Background: an optimization exercise with open tools, aiming at small area. Do not read the settings as production practice.
Power and IR drop assume default switching activity.

==> run a <==
==> flow/design.v (excerpt) <==
module ahb_master (
    input  logic                            i_clk,
    input  logic                            i_reset_n,
    input  logic                            i_req_valid,
    input  ahb_master_pkg::ahb_req_t        i_req,
    input  logic                            i_wdata_valid,
    input  ahb_master_pkg::data_t           i_wdata,
    output logic                            o_rdata_valid,
    output ahb_master_pkg::data_t           o_rdata,
    output logic                            o_busy,
    output logic                            o_err,
    output ahb_master_pkg::ahb_addr_phase_t o_ahb,
    output ahb_master_pkg::data_t           o_hwdata,
    input  ahb_master_pkg::data_t           i_hrdata,
    input  logic                            i_hready,
    input  logic                            i_hresp
);
==> module ahb_req_regs, before the edit <==
module ahb_req_regs (
    input  logic                    i_clk,
    input  logic                    i_reset_n,
    input  logic                    i_load,       
    input  ahb_master_pkg::ahb_req_t i_req,
    input  logic                    i_beat_adv,
    output ahb_master_pkg::addr_t   o_addr,
    output logic                    o_write,
    output ahb_master_pkg::hburst_t o_hburst,
    output logic                    o_last_beat
);
    ahb_master_pkg::addr_t     addr_q;
    logic                      write_q;
    logic [1:0]                burst_q;
    ahb_master_pkg::beat_cnt_t left_q;        
    logic [31:2]               addr_inc;
    logic [32:2]               addr_ones;
    assign addr_ones[2] = 1'b1;
    for (genvar i = 2; i < 32; i++) begin : g_inc
        assign addr_ones[i+1] = addr_ones[i] & addr_q[i];
        assign addr_inc[i]    = addr_q[i] ^ (i_beat_adv & addr_ones[i]);
    end
    always_ff @(posedge i_clk) begin
        if (i_load) begin
            addr_q  <= i_req.addr;
            write_q <= i_req.write;
            burst_q <= i_req.burst;
            left_q  <= {i_req.burst[1] & i_req.burst[0], i_req.burst[1],
                        |i_req.burst, |i_req.burst};
        end else begin
            addr_q[31:2] <= addr_inc;
            left_q       <= left_q - ahb_master_pkg::beat_cnt_t'(i_beat_adv);
        end
    end
    assign o_addr      = addr_q;
    assign o_write     = write_q;
    assign o_hburst    = {burst_q[1], burst_q[0], |burst_q};
    assign o_last_beat = (left_q == '0);
endmodule
==> module ahb_data_fifo, before the edit <==
module ahb_data_fifo (
    input  logic                      i_clk,
    input  logic                      i_reset_n,
    input  logic                      i_push,
    input  ahb_master_pkg::data_t     i_data,
    input  logic                      i_pop,
    output ahb_master_pkg::data_t     o_data,
    output ahb_master_pkg::fifo_cnt_t o_count
);
    localparam int DEPTH = ahb_master_pkg::FIFO_DEPTH;
    ahb_master_pkg::data_t     mem     [DEPTH];
    ahb_master_pkg::data_t     mem_nxt [DEPTH];
    logic [DEPTH-1:0]          pol_q;
    logic [DEPTH-1:0]          pol_nxt;
    ahb_master_pkg::fifo_cnt_t cnt_q;
    logic                      do_push;
    logic                      do_pop;
    logic [3:0]                wr_idx;
    logic [DEPTH-1:0]          wr_sel;
    logic [DEPTH-1:0]          hold_sel;
    logic [DEPTH-1:0]          shift_sel;
    assign do_push = i_push && !cnt_q[4];
    assign do_pop  = i_pop && (cnt_q != '0);
    assign wr_idx  = cnt_q[3:0] - 4'(do_pop);
    always_comb begin
        for (int k = 0; k < DEPTH; k++) begin
            wr_sel[k]    = do_push && (wr_idx == 4'(k));
            shift_sel[k] = !wr_sel[k] && do_pop && k < DEPTH - 1;
            hold_sel[k]  = !wr_sel[k] && !shift_sel[k];
            pol_nxt[k]   = !((hold_sel[k] && pol_q[k])
                          || (shift_sel[k] && pol_q[(k + 1) % DEPTH]));
        end
    end
    for (genvar k = 0; k < DEPTH; k++) begin : g_row
        ahb_fifo_row u_row (
            .i_hold   (hold_sel[k]),
            .i_shift  (shift_sel[k]),
            .i_write  (wr_sel[k]),
            .i_self   (mem[k]),
            .i_next   (mem[(k + 1) % DEPTH]),
            .i_data   (i_data),
            .o_d      (mem_nxt[k])
        );
    end
    always_ff @(posedge i_clk or negedge i_reset_n) begin
        if (!i_reset_n) begin
            cnt_q <= '0;
        end else begin
            cnt_q <= cnt_q + ahb_master_pkg::fifo_cnt_t'(do_push)
                           - ahb_master_pkg::fifo_cnt_t'(do_pop);
        end
    end
    always_ff @(posedge i_clk) begin
        pol_q <= pol_nxt;
        for (int k = 0; k < DEPTH; k++) begin
            mem[k] <= mem_nxt[k];
        end
    end
    assign o_data  = mem[0] ^ {ahb_master_pkg::DATA_W{pol_q[0]}};
    assign o_count = cnt_q;
endmodule
==> module ahb_fifo_row, before the edit <==
module ahb_fifo_row (
    input  logic                  i_hold,
    input  logic                  i_shift,
    input  logic                  i_write,
    input  ahb_master_pkg::data_t i_self,
    input  ahb_master_pkg::data_t i_next,
    input  ahb_master_pkg::data_t i_data,
    output ahb_master_pkg::data_t o_d
);
    assign o_d = ~(({ahb_master_pkg::DATA_W{i_hold}}  & i_self)
                 | ({ahb_master_pkg::DATA_W{i_shift}} & i_next)
                 | ({ahb_master_pkg::DATA_W{i_write}} & i_data));
endmodule
clock: 6.0 ns
lec_check: 0
cap_margin: 20
core_margin: 2
core_utilization: 40
slew_margin: 20
synth_hierarchical: 1
standard.sh (not shown) runs the stock make flow with config.mk's settings and CLKGATE_MAP_FILE= SYNTH_SCRIPT=/design/flow/synth_recipe.tcl, a recipe that flattens the netlist after the stock synthesis.
==> flow/flow/run.sh <==
#!/bin/bash
# Layout with the standard flow, except that ports are buffered with the
# smallest buffer and the clock tree uses small clock buffers without dummy
# loads. Each step's full log is kept under orfs/logs; make's output goes to
# flow_make.log here.
set -euo pipefail
export BUFFER_PORTS_ARGS="-buffer_cell sky130_fd_sc_hd__buf_1"
export CTS_ARGS="-sink_clustering_enable -repair_clock_nets -dont_use_dummy_load -buf_list {sky130_fd_sc_hd__clkbuf_4 sky130_fd_sc_hd__clkbuf_8}"
bash standard.sh finish > flow_make.log 2>&1
==> run b (differences from run a) <==
--- a/flow/design.v
+++ b/flow/design.v
@@ -58,7 +58,7 @@
     logic [31:2]               addr_inc;
-    logic [32:2]               addr_ones;
-    assign addr_ones[2] = 1'b1;
+    logic [32:2]               addr_cy;
+    assign addr_cy[2] = i_beat_adv;
     for (genvar i = 2; i < 32; i++) begin : g_inc
-        assign addr_ones[i+1] = addr_ones[i] & addr_q[i];
-        assign addr_inc[i]    = addr_q[i] ^ (i_beat_adv & addr_ones[i]);
+        assign addr_inc[i]  = addr_q[i] ^ addr_cy[i];
+        assign addr_cy[i+1] = addr_q[i] & addr_cy[i];
     end
@@ -182,6 +182,3 @@
     localparam int DEPTH = ahb_master_pkg::FIFO_DEPTH;
-    ahb_master_pkg::data_t     mem     [DEPTH];
-    ahb_master_pkg::data_t     mem_nxt [DEPTH];
-    logic [DEPTH-1:0]          pol_q;
-    logic [DEPTH-1:0]          pol_nxt;
+    ahb_master_pkg::data_t     mem [DEPTH];
     ahb_master_pkg::fifo_cnt_t cnt_q;
@@ -193,4 +190,8 @@
     logic [DEPTH-1:0]          shift_sel;
+    ahb_master_pkg::data_t     mem_n   [DEPTH];
+    ahb_master_pkg::data_t     mem_nxt [DEPTH];
+    ahb_master_pkg::data_t     data_n;
     assign do_push = i_push && !cnt_q[4];
     assign do_pop  = i_pop && (cnt_q != '0);
+    assign data_n  = ~i_data;
     assign wr_idx  = cnt_q[3:0] - 4'(do_pop);
@@ -198,7 +199,18 @@
         for (int k = 0; k < DEPTH; k++) begin
-            wr_sel[k]    = do_push && (wr_idx == 4'(k));
+            wr_sel[k] = do_push && (wr_idx == 4'(k));
+        end
+    end
+    always_ff @(posedge i_clk or negedge i_reset_n) begin
+        if (!i_reset_n) begin
+            cnt_q <= '0;
+        end else begin
+            cnt_q <= cnt_q + ahb_master_pkg::fifo_cnt_t'(do_push)
+                           - ahb_master_pkg::fifo_cnt_t'(do_pop);
+        end
+    end
+    always_comb begin
+        for (int k = 0; k < DEPTH; k++) begin
+            mem_n[k]     = ~mem[k];
+            hold_sel[k]  = !wr_sel[k] && !(do_pop && k < DEPTH - 1);
             shift_sel[k] = !wr_sel[k] && do_pop && k < DEPTH - 1;
-            hold_sel[k]  = !wr_sel[k] && !shift_sel[k];
-            pol_nxt[k]   = !((hold_sel[k] && pol_q[k])
-                          || (shift_sel[k] && pol_q[(k + 1) % DEPTH]));
         end
@@ -210,5 +222,5 @@
             .i_write  (wr_sel[k]),
-            .i_self   (mem[k]),
-            .i_next   (mem[(k + 1) % DEPTH]),
-            .i_data   (i_data),
+            .i_self_n (mem_n[k]),
+            .i_next_n (mem_n[(k + 1) % DEPTH]),
+            .i_data_n (data_n),
             .o_d      (mem_nxt[k])
@@ -216,12 +228,3 @@
     end
-    always_ff @(posedge i_clk or negedge i_reset_n) begin
-        if (!i_reset_n) begin
-            cnt_q <= '0;
-        end else begin
-            cnt_q <= cnt_q + ahb_master_pkg::fifo_cnt_t'(do_push)
-                           - ahb_master_pkg::fifo_cnt_t'(do_pop);
-        end
-    end
     always_ff @(posedge i_clk) begin
-        pol_q <= pol_nxt;
         for (int k = 0; k < DEPTH; k++) begin
@@ -230,3 +233,3 @@
     end
-    assign o_data  = mem[0] ^ {ahb_master_pkg::DATA_W{pol_q[0]}};
+    assign o_data  = mem[0];
     assign o_count = cnt_q;
@@ -237,10 +240,10 @@
     input  logic                  i_write,
-    input  ahb_master_pkg::data_t i_self,
-    input  ahb_master_pkg::data_t i_next,
-    input  ahb_master_pkg::data_t i_data,
+    input  ahb_master_pkg::data_t i_self_n,
+    input  ahb_master_pkg::data_t i_next_n,
+    input  ahb_master_pkg::data_t i_data_n,
     output ahb_master_pkg::data_t o_d
 );
-    assign o_d = ~(({ahb_master_pkg::DATA_W{i_hold}}  & i_self)
-                 | ({ahb_master_pkg::DATA_W{i_shift}} & i_next)
-                 | ({ahb_master_pkg::DATA_W{i_write}} & i_data));
+    assign o_d = ~(({ahb_master_pkg::DATA_W{i_hold}}  & i_self_n)
+                 | ({ahb_master_pkg::DATA_W{i_shift}} & i_next_n)
+                 | ({ahb_master_pkg::DATA_W{i_write}} & i_data_n));
 endmodule
==> flow/run.sh (new file) <==
#!/bin/bash
# synth_recipe.tcl (not shown) runs the flow's synth.tcl, then flattens the netlist and writes it again
# the make line also repeats each setting of config.mk as NAME=value (left out here)
make -C /OpenROAD-flow-scripts/flow DESIGN_CONFIG=/design/flow/config.mk WORK_HOME=/design/flow/orfs CLKGATE_MAP_FILE= SYNTH_SCRIPT=/design/flow/synth_recipe.tcl finish
removed: flow/flow/run.sh
removed: flow/standard.sh
==> comparison <==
Of run b and run a, run b has the higher core utilization (gap 4.9 points). Between run a and run b, the lower worst hold slack is in run a (gap 0.069 ns). Against run a, the clock skew of run b is lower by 0.081 ns. Of run b and run a, run b has the higher clock power (gap about 40%, measured against run a). Of run b and run a, run b has the higher die area (gap 5.8%, measured against run a). Against run a, the routed wire length of run b is higher by 1.6%. Between run a and run b, the lower cell count is in run a (gap 15%, measured against run b). Run a finished with timing, DRC and antenna clean. Run b finished with timing, DRC and antenna clean.
==> figures <==
quantity	run a	run b
Outcome	finished clean	finished clean
Mean routed wirelength per cell	25.3 um	21.7 um
Final cell area excluding filler cells	23300 sq um	27200 sq um
Number of warnings printed during yosys synthesis	13	15
Met3 routed wirelength	6550 um	6760 um
Crit Path Max Fanout	34	3
Number of flip-flops and latches in the synthesized netlist	610	594
Core Area	52400 sq um	55300 sq um
Number of standard cells in the layout, taps in and fillers out	2541	3002
Switching power share of the total	0.338	0.322
Async set or reset register ratio after synthesis	0.0180	0.0185
Crit-path most repeated cell	sky130_fd_sc_hd__inv_1	sky130_fd_sc_hd__ha_4
Overall track demand over capacity in global routing	0.225	0.221
DRC marker count from the first detailed-route iteration	3573	3520
Non-Clock Buffer Area Fraction	0.0488	0.0942
No functional check of the RTL was part of any run of this note.

-- re-timing with driven ports --
The results above use ideal ports. As a check the final layouts listed here were re-extracted and re-timed, cells and wires unchanged. Step 1 (the two cells are an assumption about what drives the block):
set clk [get_ports {i_clk}]
set_driving_cell -lib_cell sky130_fd_sc_hd__clkbuf_16 $clk
set_driving_cell -lib_cell sky130_fd_sc_hd__buf_2 [delete_from_list [all_inputs] $clk]
Step 2 moves the port delays by t, midway between the first and last clock arrival at a register: inputs arrive t later, outputs are due t later. That takes back most of the time a late clock gives input paths. Three values: no drivers, after step 1, after step 2; two values: the first two.
run | t (ns) | setup slack, ns | hold slack, ns | cell pins on the clock port's net
run a | 0.702 | 1.875 / 1.904 / 1.202 | 0.397 / 0.397 / 0.397 | 1
run b | 0.653 | 0.262 / 0.297 / -0.356 | 0.465 / 0.465 / 0.465 | 1
Met with ideal ports but missed after step 2: setup timing in run b. The setup slack of run a, which loses most, moves by +0.029 ns with the drivers and by -0.673 ns with both steps.
